From an optimization exercise on the open Yosys and OpenROAD flow, aimed at small area and a short achievable clock period; shortcuts taken in it are not production practice. At most, simulation tests tie the RTL to the original design; equivalence was not proved. Power is estimated from default activity; no workload was simulated.

==> inputs of 02-26 <==
==> flow/design.v <==
module batch_dispatcher #(
   parameter int MAX_DEPENDENCIES = 256,
   parameter int MAX_BATCH_SIZE   = 8,
   parameter int SLOT_W           = 3,
   parameter int WATCHDOG_CYCLES  = 1024
) (
   input  logic                        clk,
   input  logic                        rst,
   input  logic                        s_axis_tvalid,
   output logic                        s_axis_tready,
   input  logic [63:0]                 s_axis_tdata_owner_programID,
   input  logic [MAX_DEPENDENCIES-1:0] s_axis_tdata_read_dependencies,
   input  logic [MAX_DEPENDENCIES-1:0] s_axis_tdata_write_dependencies,
   input  logic                        batch_end,
   output logic                        d_valid,
   input  logic                        d_ready,
   output logic [63:0]                 d_programID,
   output logic [SLOT_W-1:0]           d_slot,
   input  logic                        done_valid,
   input  logic [SLOT_W-1:0]           done_slot,
   output logic [MAX_DEPENDENCIES-1:0] batch_read_mask,
   output logic [MAX_DEPENDENCIES-1:0] batch_write_mask,
   output logic                        batch_retired,
   output logic                        completion_error,
   output logic                        watchdog_timeout,
   output logic [15:0]                 batches_retired,
   output logic [15:0]                 txns_dispatched
);
   if (MAX_BATCH_SIZE < 2 || MAX_BATCH_SIZE != (1 << SLOT_W) || WATCHDOG_CYCLES < 2)
   begin : g_param_check
      $error("batch_dispatcher: inconsistent parameters");
   end
   localparam int WD_W = $clog2(WATCHDOG_CYCLES);
   localparam int NB   = MAX_BATCH_SIZE;
   typedef enum logic [1:0] {
      PH_COLLECT  = 2'd0,
      PH_DISPATCH = 2'd1,
      PH_WAIT     = 2'd2,
      PH_RETIRE   = 2'd3
   } phase_t;
   phase_t                      ph;
   logic                        o_tready_n, o_dvalid, o_retired;
   logic [SLOT_W-1:0]           cnt;
   logic [SLOT_W-1:0]           dptr;
   logic [NB-1:0]               nsel;
   logic [NB-1:0]               outst;
   logic [63:0]                 id_buf [NB];
   logic [63:0]                 dpid;
   logic [MAX_DEPENDENCIES-1:0] rd_mask;
   logic [MAX_DEPENDENCIES-1:0] wr_mask;
   logic [15:0]                 batches_q;
   logic [15:0]                 txns_q;
   logic                        error_q;
   logic [WD_W-1:0]             wd_cnt;
   logic                        wd_timeout_q;
   logic          in_collect, in_dispatch, in_wait, in_retire;
   logic [NB-1:0] cur;
   logic          is_last;
   logic          beat_accept;
   logic          close_batch;
   logic          dispatch_fire;
   logic          last_dispatch;
   logic [NB-1:0] done_dec;
   logic          done_legal;
   logic          all_done_next;
   logic          wd_fire;
   logic          to_retire;
   logic [63:0]   rdata;
   logic          ld_in, ld_buf, ld_hold;
   assign in_collect  = (ph == PH_COLLECT);
   assign in_dispatch = (ph == PH_DISPATCH);
   assign in_wait     = (ph == PH_WAIT);
   assign in_retire   = (ph == PH_RETIRE);
   assign cur     = {nsel[0], nsel[NB-1:1]};
   assign is_last = (dptr == cnt);
   assign beat_accept   = s_axis_tvalid && in_collect;
   assign close_batch   = in_collect &&
                          ((batch_end && (cnt != '0 || s_axis_tvalid)) ||
                           (s_axis_tvalid && cnt == SLOT_W'(NB - 1)));
   assign dispatch_fire = in_dispatch && d_ready;
   assign last_dispatch = dispatch_fire && is_last;
   always_comb begin
      done_dec = '0;
      done_dec[done_slot] = done_valid;
   end
   assign done_legal    = |(done_dec & outst);
   assign all_done_next = ((outst & ~done_dec) == '0);
   assign wd_fire       = in_wait && !all_done_next && !done_legal &&
                          (wd_cnt == WD_W'(WATCHDOG_CYCLES - 1));
   assign to_retire     = in_wait && (all_done_next || wd_fire);
   always_comb begin
      rdata = '0;
      for (int i = 0; i < NB; i++)
         rdata = rdata | ({64{nsel[i]}} & id_buf[i]);
   end
   assign ld_in   = close_batch && (cnt == '0);
   assign ld_buf  = (close_batch && (cnt != '0)) || (dispatch_fire && !is_last);
   assign ld_hold = in_dispatch && !d_ready;
   always_ff @(posedge clk or posedge rst) begin
      if (rst) begin
         ph           <= PH_COLLECT;
         o_tready_n   <= 1'b0;
         o_dvalid     <= 1'b0;
         o_retired    <= 1'b0;
         cnt          <= '0;
         dptr         <= '0;
         nsel         <= NB'(1);
         outst        <= '0;
         dpid         <= '0;
         batches_q    <= '0;
         txns_q       <= '0;
         error_q      <= 1'b0;
         wd_cnt       <= '0;
         wd_timeout_q <= 1'b0;
      end else begin
         if (done_valid && !done_legal) error_q <= 1'b1;
         if (wd_fire) wd_timeout_q <= 1'b1;
         if (close_batch) begin
            ph       <= PH_DISPATCH;
            o_tready_n <= 1'b1;
            o_dvalid <= 1'b1;
            nsel     <= NB'(2);
         end
         if (last_dispatch) begin
            ph       <= PH_WAIT;
            o_dvalid <= 1'b0;
         end
         if (to_retire) begin
            ph        <= PH_RETIRE;
            o_retired <= 1'b1;
         end
         if (in_retire) begin
            ph        <= PH_COLLECT;
            o_retired <= 1'b0;
            o_tready_n <= 1'b0;
            batches_q <= batches_q + 16'd1;
         end
         if (in_collect) begin
            if (close_batch) begin
               if (!s_axis_tvalid) cnt <= cnt - SLOT_W'(1);
            end else if (s_axis_tvalid) begin
               cnt <= cnt + SLOT_W'(1);
            end
         end else if (in_retire) begin
            cnt <= '0;
         end
         if (dispatch_fire) begin
            dptr   <= is_last ? '0 : dptr + SLOT_W'(1);
            nsel   <= is_last ? NB'(1) : {nsel[NB-2:0], nsel[NB-1]};
            txns_q <= txns_q + 16'd1;
         end
         if (wd_fire) begin
            outst <= '0;
         end else begin
            outst <= (outst & ~done_dec) | (cur & {NB{dispatch_fire}});
         end
         if (last_dispatch || (in_wait && done_legal)) begin
            wd_cnt <= WD_W'(1);
         end else if (in_wait) begin
            wd_cnt <= wd_cnt + WD_W'(1);
         end
         dpid <= ({64{ld_buf}}  & rdata) |
                 ({64{ld_in}}   & s_axis_tdata_owner_programID) |
                 ({64{ld_hold}} & dpid);
      end
   end
   always_ff @(posedge clk or posedge rst) begin
      if (rst) begin
         rd_mask <= '0;
         wr_mask <= '0;
      end else if (in_retire) begin
         rd_mask <= '0;
         wr_mask <= '0;
      end else if (beat_accept) begin
         rd_mask <= rd_mask | s_axis_tdata_read_dependencies;
         wr_mask <= wr_mask | s_axis_tdata_write_dependencies;
      end
   end
   always_ff @(posedge clk) begin
      if (in_collect) begin
         id_buf[cnt] <= s_axis_tdata_owner_programID;
      end
   end
   assign s_axis_tready    = !o_tready_n;
   assign d_valid          = o_dvalid;
   assign d_slot           = dptr;
   assign d_programID      = dpid;
   assign batch_read_mask  = rd_mask;
   assign batch_write_mask = wr_mask;
   assign batch_retired    = o_retired;
   assign completion_error = error_q;
   assign watchdog_timeout = wd_timeout_q;
   assign batches_retired  = batches_q;
   assign txns_dispatched  = txns_q;
endmodule
==> flow/flow/run.sh <==
#!/bin/bash
set -euo pipefail
bash standard.sh "BUFFER_PORTS_ARGS=-buffer_cell sky130_fd_sc_hd__buf_1" finish > standard.log 2>&1
==> flow/standard.sh <==
#!/bin/bash
# synth_recipe.tcl (not shown) runs the flow's synth.tcl, then flattens the netlist and writes it again
# the make line also repeats each setting of config.mk as NAME=value (left out here)
make -C /OpenROAD-flow-scripts/flow DESIGN_CONFIG=/design/flow/config.mk WORK_HOME=/design/flow/orfs CLKGATE_MAP_FILE= SYNTH_SCRIPT=/design/flow/synth_recipe.tcl "${@:-finish}"
==> flow/config.mk <==
export PLATFORM = sky130hd
export DESIGN_NAME = batch_dispatcher
export DESIGN_NICKNAME = batch_dispatcher
export VERILOG_FILES = /design/flow/design.v
export SDC_FILE = /design/flow/constraint.sdc
export NUM_CORES = 4
export LEC_CHECK = 0
export CAP_MARGIN = 20
export CORE_AREA = 10 10 470 470
export DIE_AREA = 0 0 480 480
export SETUP_SLACK_MARGIN = 1.3
export SLEW_MARGIN = 20
==> flow/constraint.sdc <==
create_clock -name core_clock -period 3.6 [get_ports {clk}]
set_input_delay 0.7200 -clock core_clock [delete_from_list [all_inputs] [get_ports {clk}]]
set_output_delay 0.7200 -clock core_clock [all_outputs]
set_load 0.01 [all_outputs]
==> 04-15: changes against 02-26 <==
==> flow/design.v, changed modules only <==
module batch_dispatcher #(
   parameter int MAX_DEPENDENCIES = 256,
   parameter int MAX_BATCH_SIZE   = 8,
   parameter int SLOT_W           = 3,
   parameter int WATCHDOG_CYCLES  = 1024
) (
   input  logic                        clk,
   input  logic                        rst,
   input  logic                        s_axis_tvalid,
   output logic                        s_axis_tready,
   input  logic [63:0]                 s_axis_tdata_owner_programID,
   input  logic [MAX_DEPENDENCIES-1:0] s_axis_tdata_read_dependencies,
   input  logic [MAX_DEPENDENCIES-1:0] s_axis_tdata_write_dependencies,
   input  logic                        batch_end,
   output logic                        d_valid,
   input  logic                        d_ready,
   output logic [63:0]                 d_programID,
   output logic [SLOT_W-1:0]           d_slot,
   input  logic                        done_valid,
   input  logic [SLOT_W-1:0]           done_slot,
   output logic [MAX_DEPENDENCIES-1:0] batch_read_mask,
   output logic [MAX_DEPENDENCIES-1:0] batch_write_mask,
   output logic                        batch_retired,
   output logic                        completion_error,
   output logic                        watchdog_timeout,
   output logic [15:0]                 batches_retired,
   output logic [15:0]                 txns_dispatched
);
   if (MAX_BATCH_SIZE < 2 || MAX_BATCH_SIZE != (1 << SLOT_W) || WATCHDOG_CYCLES < 2)
   begin : g_param_check
      $error("batch_dispatcher: inconsistent parameters");
   end
   localparam int WD_W = $clog2(WATCHDOG_CYCLES);
   localparam int NB   = MAX_BATCH_SIZE;
   typedef enum logic [1:0] {
      PH_COLLECT  = 2'd0,
      PH_DISPATCH = 2'd1,
      PH_WAIT     = 2'd2,
      PH_RETIRE   = 2'd3
   } phase_t;
   phase_t                      ph;
   logic                        rt_q;
   logic                        o_tready_n, o_dvalid, o_retired;
   logic [SLOT_W-1:0]           cnt;
   logic                        cnt_z, cnt_f, last_q;
   logic [NB-1:0]               nsel_next, wsel_next;
   logic [SLOT_W-1:0]           dptr;
   logic [NB-1:0]               nsel;
   logic [NB-1:0]               wsel;
   logic [NB-1:0]               wq, nq;
   logic                        cnt_nz;
   logic [NB-1:0]               outst;
   logic [63:0]                 id_buf [NB];
   logic [63:0]                 dpid;
   logic [MAX_DEPENDENCIES-1:0] rd_mask;
   logic [MAX_DEPENDENCIES-1:0] wr_mask;
   logic [15:0]                 batches_q;
   logic [15:0]                 txns_q;
   logic                        error_q;
   logic [WD_W-1:0]             wd_cnt;
   logic                        wd_timeout_q;
   logic          in_collect, in_dispatch, in_wait, in_retire;
   logic [NB-1:0] cur;
   logic          is_last;
   logic          beat_accept;
   logic          close_batch;
   logic          dispatch_fire;
   logic          last_dispatch;
   logic [NB-1:0] done_dec;
   logic [NB-1:0] only_one;
   logic          done_legal;
   logic          all_done_next;
   logic          wd_fire;
   logic          to_retire;
   logic [63:0]   rdata;
   logic          ld_in, ld_buf, ld_hold;
   assign in_collect  = (ph == PH_COLLECT);
   assign in_dispatch = (ph == PH_DISPATCH);
   assign in_wait     = (ph == PH_WAIT);
   assign in_retire   = rt_q;
   assign nsel    = nq ^ NB'(1);
   assign wsel    = wq ^ NB'(1);
   assign cnt_z   = !cnt_nz;
   assign cur     = {nsel[0], nsel[NB-1:1]};
   assign is_last = last_q;
   assign beat_accept   = s_axis_tvalid && in_collect;
   assign close_batch   = in_collect &&
                          ((batch_end && (!cnt_z || s_axis_tvalid)) ||
                           (s_axis_tvalid && cnt_f));
   assign dispatch_fire = in_dispatch && d_ready;
   assign last_dispatch = dispatch_fire && is_last;
   always_comb begin
      done_dec = '0;
      done_dec[done_slot] = done_valid;
   end
   always_comb begin
      for (int i = 0; i < NB; i++)
         only_one[i] = (outst == NB'(1 << i));
   end
   assign done_legal    = done_valid && outst[done_slot] && !in_retire;
   assign all_done_next = done_valid && only_one[done_slot];
   assign wd_fire       = in_wait && !done_legal &&
                          (wd_cnt == WD_W'(WATCHDOG_CYCLES - 1));
   assign to_retire     = in_wait && (all_done_next || wd_fire);
   always_comb begin
      rdata = '0;
      for (int i = 0; i < NB; i++)
         rdata = rdata | ({64{nsel[i]}} & id_buf[i]);
   end
   assign ld_in   = close_batch && cnt_z;
   assign ld_buf  = (close_batch && !cnt_z) || (dispatch_fire && !is_last);
   assign ld_hold = in_dispatch && !d_ready;
   always_comb begin
      nsel_next = nsel;
      if (close_batch) nsel_next = NB'(2);
      if (dispatch_fire) nsel_next = is_last ? NB'(1) : {nsel[NB-2:0], nsel[NB-1]};
      wsel_next = wsel;
      if (close_batch) wsel_next = '0;
      else if (beat_accept) wsel_next = {wsel[NB-2:0], wsel[NB-1]};
      if (in_retire) wsel_next = NB'(1);
   end
   always_ff @(posedge clk or posedge rst) begin
      if (rst) begin
         ph           <= PH_COLLECT;
         rt_q         <= 1'b0;
         o_tready_n   <= 1'b0;
         o_dvalid     <= 1'b0;
         o_retired    <= 1'b0;
         cnt          <= '0;
         cnt_nz       <= 1'b0;
         cnt_f        <= 1'b0;
         last_q       <= 1'b0;
         dptr         <= '0;
         nq           <= '0;
         wq           <= '0;
         outst        <= '0;
         dpid         <= '0;
         batches_q    <= '0;
         txns_q       <= '0;
         error_q      <= 1'b0;
         wd_cnt       <= '0;
         wd_timeout_q <= 1'b0;
      end else begin
         if (done_valid && !done_legal) error_q <= 1'b1;
         if (wd_fire) wd_timeout_q <= 1'b1;
         rt_q <= to_retire;
         if (close_batch) begin
            ph       <= PH_DISPATCH;
            o_tready_n <= 1'b1;
            o_dvalid <= 1'b1;
         end
         if (last_dispatch) begin
            ph       <= PH_WAIT;
            o_dvalid <= 1'b0;
         end
         if (to_retire) begin
            ph        <= PH_RETIRE;
            o_retired <= 1'b1;
         end
         if (in_retire) begin
            ph        <= PH_COLLECT;
            o_retired <= 1'b0;
            o_tready_n <= 1'b0;
            batches_q <= batches_q + 16'd1;
         end
         if (in_collect) begin
            if (close_batch) begin
               if (!s_axis_tvalid) cnt <= cnt - SLOT_W'(1);
               last_q <= s_axis_tvalid ? cnt_z : (cnt == SLOT_W'(1));
            end else if (s_axis_tvalid) begin
               cnt   <= cnt + SLOT_W'(1);
               cnt_nz <= 1'b1;
               cnt_f <= (cnt == SLOT_W'(NB - 2));
            end
         end else if (in_retire) begin
            cnt   <= '0;
            cnt_nz <= 1'b0;
            cnt_f <= 1'b0;
         end
         if (dispatch_fire) begin
            last_q <= !is_last && (dptr + SLOT_W'(1) == cnt);
         end
         if (dispatch_fire) begin
            dptr   <= is_last ? '0 : dptr + SLOT_W'(1);
            txns_q <= txns_q + 16'd1;
         end
         if (in_retire) begin
            outst <= '0;
         end else begin
            outst <= (outst & ~done_dec) | (cur & {NB{dispatch_fire}});
         end
         if (last_dispatch || (in_wait && done_legal)) begin
            wd_cnt <= WD_W'(1);
         end else if (in_wait) begin
            wd_cnt <= wd_cnt + WD_W'(1);
         end
         nq <= nsel_next ^ NB'(1);
         wq <= wsel_next ^ NB'(1);
         dpid <= ({64{ld_buf}}  & rdata) |
                 ({64{ld_in}}   & s_axis_tdata_owner_programID) |
                 ({64{ld_hold}} & dpid);
      end
   end
   always_ff @(posedge clk or posedge rst) begin
      if (rst) begin
         rd_mask <= '0;
         wr_mask <= '0;
      end else if (in_retire) begin
         rd_mask <= '0;
         wr_mask <= '0;
      end else if (beat_accept) begin
         rd_mask <= rd_mask | s_axis_tdata_read_dependencies;
         wr_mask <= wr_mask | s_axis_tdata_write_dependencies;
      end
   end
   always_ff @(posedge clk) begin
      for (int i = 0; i < NB; i++)
         if (wsel[i]) id_buf[i] <= s_axis_tdata_owner_programID;
   end
   assign s_axis_tready    = !o_tready_n;
   assign d_valid          = o_dvalid;
   assign d_slot           = dptr;
   assign d_programID      = dpid;
   assign batch_read_mask  = rd_mask;
   assign batch_write_mask = wr_mask;
   assign batch_retired    = o_retired;
   assign completion_error = error_q;
   assign watchdog_timeout = wd_timeout_q;
   assign batches_retired  = batches_q;
   assign txns_dispatched  = txns_q;
endmodule
==> flow/flow/run.sh (replaced) <==
#!/bin/bash
set -euo pipefail
bash standard.sh "BUFFER_PORTS_ARGS=-buffer_cell sky130_fd_sc_hd__buf_1" \
  "PRE_IO_PLACEMENT_TCL=$PWD/flow/pins.tcl" finish > standard.log 2>&1
==> flow/flow/pins.tcl (new file) <==
# Keep each input bit's pin next to the output pin of the same bit.
for {set i 0} {$i < 256} {incr i} {
  set_io_pin_constraint -group -order -pin_names [list "s_axis_tdata_read_dependencies\[$i\]" "batch_read_mask\[$i\]"]
  set_io_pin_constraint -group -order -pin_names [list "s_axis_tdata_write_dependencies\[$i\]" "batch_write_mask\[$i\]"]
}
for {set i 0} {$i < 64} {incr i} {
  set_io_pin_constraint -group -order -pin_names [list "s_axis_tdata_owner_programID\[$i\]" "d_programID\[$i\]"]
}
--- a/flow/config.mk
+++ b/flow/config.mk
@@ -9,4 +9,7 @@
 export CORE_AREA = 10 10 470 470
+export CTS_BUF_LIST = sky130_fd_sc_hd__clkbuf_8 sky130_fd_sc_hd__clkbuf_16
+export CTS_CLUSTER_DIAMETER = 80
+export CTS_CLUSTER_SIZE = 25
 export DIE_AREA = 0 0 480 480
-export SETUP_SLACK_MARGIN = 1.3
+export SETUP_SLACK_MARGIN = 1.45
 export SLEW_MARGIN = 20
==> 10-02: changes against 02-26 <==
--- a/flow/design.v
+++ b/flow/design.v
@@ -41,4 +41,6 @@
    phase_t                      ph;
+   logic                        rt_q;
    logic                        o_tready_n, o_dvalid, o_retired;
    logic [SLOT_W-1:0]           cnt;
+   logic                        cnt_z, cnt_f, last_q;
    logic [SLOT_W-1:0]           dptr;
@@ -63,2 +65,3 @@
    logic [NB-1:0] done_dec;
+   logic [NB-1:0] only_one;
    logic          done_legal;
@@ -72,9 +75,9 @@
    assign in_wait     = (ph == PH_WAIT);
-   assign in_retire   = (ph == PH_RETIRE);
+   assign in_retire   = rt_q;
    assign cur     = {nsel[0], nsel[NB-1:1]};
-   assign is_last = (dptr == cnt);
+   assign is_last = last_q;
    assign beat_accept   = s_axis_tvalid && in_collect;
    assign close_batch   = in_collect &&
-                          ((batch_end && (cnt != '0 || s_axis_tvalid)) ||
-                           (s_axis_tvalid && cnt == SLOT_W'(NB - 1)));
+                          ((batch_end && (!cnt_z || s_axis_tvalid)) ||
+                           (s_axis_tvalid && cnt_f));
    assign dispatch_fire = in_dispatch && d_ready;
@@ -85,5 +88,9 @@
    end
-   assign done_legal    = |(done_dec & outst);
-   assign all_done_next = ((outst & ~done_dec) == '0);
-   assign wd_fire       = in_wait && !all_done_next && !done_legal &&
+   always_comb begin
+      for (int i = 0; i < NB; i++)
+         only_one[i] = (outst == NB'(1 << i));
+   end
+   assign done_legal    = done_valid && outst[done_slot] && !in_retire;
+   assign all_done_next = done_valid && only_one[done_slot];
+   assign wd_fire       = in_wait && !done_legal &&
                           (wd_cnt == WD_W'(WATCHDOG_CYCLES - 1));
@@ -95,4 +102,4 @@
    end
-   assign ld_in   = close_batch && (cnt == '0);
-   assign ld_buf  = (close_batch && (cnt != '0)) || (dispatch_fire && !is_last);
+   assign ld_in   = close_batch && cnt_z;
+   assign ld_buf  = (close_batch && !cnt_z) || (dispatch_fire && !is_last);
    assign ld_hold = in_dispatch && !d_ready;
@@ -101,2 +108,3 @@
          ph           <= PH_COLLECT;
+         rt_q         <= 1'b0;
          o_tready_n   <= 1'b0;
@@ -105,2 +113,5 @@
          cnt          <= '0;
+         cnt_z        <= 1'b1;
+         cnt_f        <= 1'b0;
+         last_q       <= 1'b0;
          dptr         <= '0;
@@ -117,2 +128,3 @@
          if (wd_fire) wd_timeout_q <= 1'b1;
+         rt_q <= to_retire;
          if (close_batch) begin
@@ -140,7 +152,15 @@
                if (!s_axis_tvalid) cnt <= cnt - SLOT_W'(1);
+               last_q <= s_axis_tvalid ? cnt_z : (cnt == SLOT_W'(1));
             end else if (s_axis_tvalid) begin
-               cnt <= cnt + SLOT_W'(1);
+               cnt   <= cnt + SLOT_W'(1);
+               cnt_z <= 1'b0;
+               cnt_f <= (cnt == SLOT_W'(NB - 2));
             end
          end else if (in_retire) begin
-            cnt <= '0;
+            cnt   <= '0;
+            cnt_z <= 1'b1;
+            cnt_f <= 1'b0;
+         end
+         if (dispatch_fire) begin
+            last_q <= !is_last && (dptr + SLOT_W'(1) == cnt);
          end
@@ -151,3 +171,3 @@
          end
-         if (wd_fire) begin
+         if (in_retire) begin
             outst <= '0;
==> flow/flow/run.sh (replaced) <==
#!/bin/bash
set -euo pipefail
bash standard.sh "BUFFER_PORTS_ARGS=-buffer_cell sky130_fd_sc_hd__buf_1" \
  "PRE_IO_PLACEMENT_TCL=$PWD/flow/pins.tcl" finish > standard.log 2>&1
==> flow/flow/pins.tcl (new file) <==
# Keep each input bit's pin next to the output pin of the same bit.
for {set i 0} {$i < 256} {incr i} {
  set_io_pin_constraint -group -order -pin_names [list "s_axis_tdata_read_dependencies\[$i\]" "batch_read_mask\[$i\]"]
  set_io_pin_constraint -group -order -pin_names [list "s_axis_tdata_write_dependencies\[$i\]" "batch_write_mask\[$i\]"]
}
for {set i 0} {$i < 64} {incr i} {
  set_io_pin_constraint -group -order -pin_names [list "s_axis_tdata_owner_programID\[$i\]" "d_programID\[$i\]"]
}
--- a/flow/config.mk
+++ b/flow/config.mk
@@ -9,4 +9,7 @@
 export CORE_AREA = 10 10 470 470
+export CTS_BUF_LIST = sky130_fd_sc_hd__clkbuf_8 sky130_fd_sc_hd__clkbuf_16
+export CTS_CLUSTER_DIAMETER = 80
+export CTS_CLUSTER_SIZE = 25
 export DIE_AREA = 0 0 480 480
-export SETUP_SLACK_MARGIN = 1.3
+export SETUP_SLACK_MARGIN = 1.6
 export SLEW_MARGIN = 20
==> run summary <==
quantity	04-15	02-26	10-02
Fraction of area in multi-input gates	18.0%	17.2%	17.3%
Sink count of the clock tree	1171	1159	1163
Worst-case headroom to the max-slew limit	26.5%	30.1%	46.6%
Buffer share of cell area	10.7%	10.8%	18.7%
Parity-gate share of the synthesized area counting xor and xnor cells	0.933%	1.06%	0.761%
Seq_cells	1171	1159	1163
Overall global routing resource usage	10.8%	20.0%	10.7%
Number of buffer and inverter instances along the worst setup path	2	2	1
First-pass GRT wire length	196 mm	313 mm	198 mm
Post-synthesis share of cell area spent on and, or, nand and nor gates	6.63%	7.35%	8.14%
Power density over cell area	469 nW/um2	909 nW/um2	766 nW/um2
Run status	finished clean	finished clean	finished clean
Share of synthesized cell area in full adder, half adder and majority cells	0.267%	0.316%	0.264%
R2r startpoint	ph[1]$_DFFE_PP0P_	cnt[2]$_DFFE_PP0P_	ph[0]$_DFFE_PP0P_
Clock-pin slew reported for the worst setup and hold paths after clock tree synthesis	0.10 ns	0.06 ns	0.10 ns
Placer Congestion	0.803	0.992	0.789
Sequential cell area	31900 um2	31600 um2	31700 um2
No functional check of the RTL was part of 04-15.

re-timing with driven ports:
In the flow no input, the clock included, has a driving cell. The finished layouts below were timed again as built, in two steps.
Step 1 assumes that a clkbuf_16 drives the clock port and a buf_2 every other input.
Step 2, shift: input delay + t, output delay - t, t = (earliest + latest rising clock arrival at the registers) / 2. This alone moves slack from input paths to output paths.
Slacks: ideal / step 1 / step 2; pairs: ideal / step 1.
| run | t, ns | slack for setup (ns) | slew at the worst register clock pin (ns) | pins driven straight from the clock port |
|---|---|---|---|---|
| 02-26 | 0.836 | 1.295 / 1.295 / 0.696 | 0.07 / 0.07 | 1 |
| 04-15 | 0.767 | 1.494 / 1.458 / 0.816 | 0.10 / 0.10 | 1 |
| 10-02 | 0.820 | 1.471 / 1.390 / 0.857 | 0.10 / 0.10 | 1 |
After both steps setup and hold are still met in every run listed. The setup slack of 04-15, which loses most, moves by -0.036 ns with the drivers and by -0.678 ns with both steps.
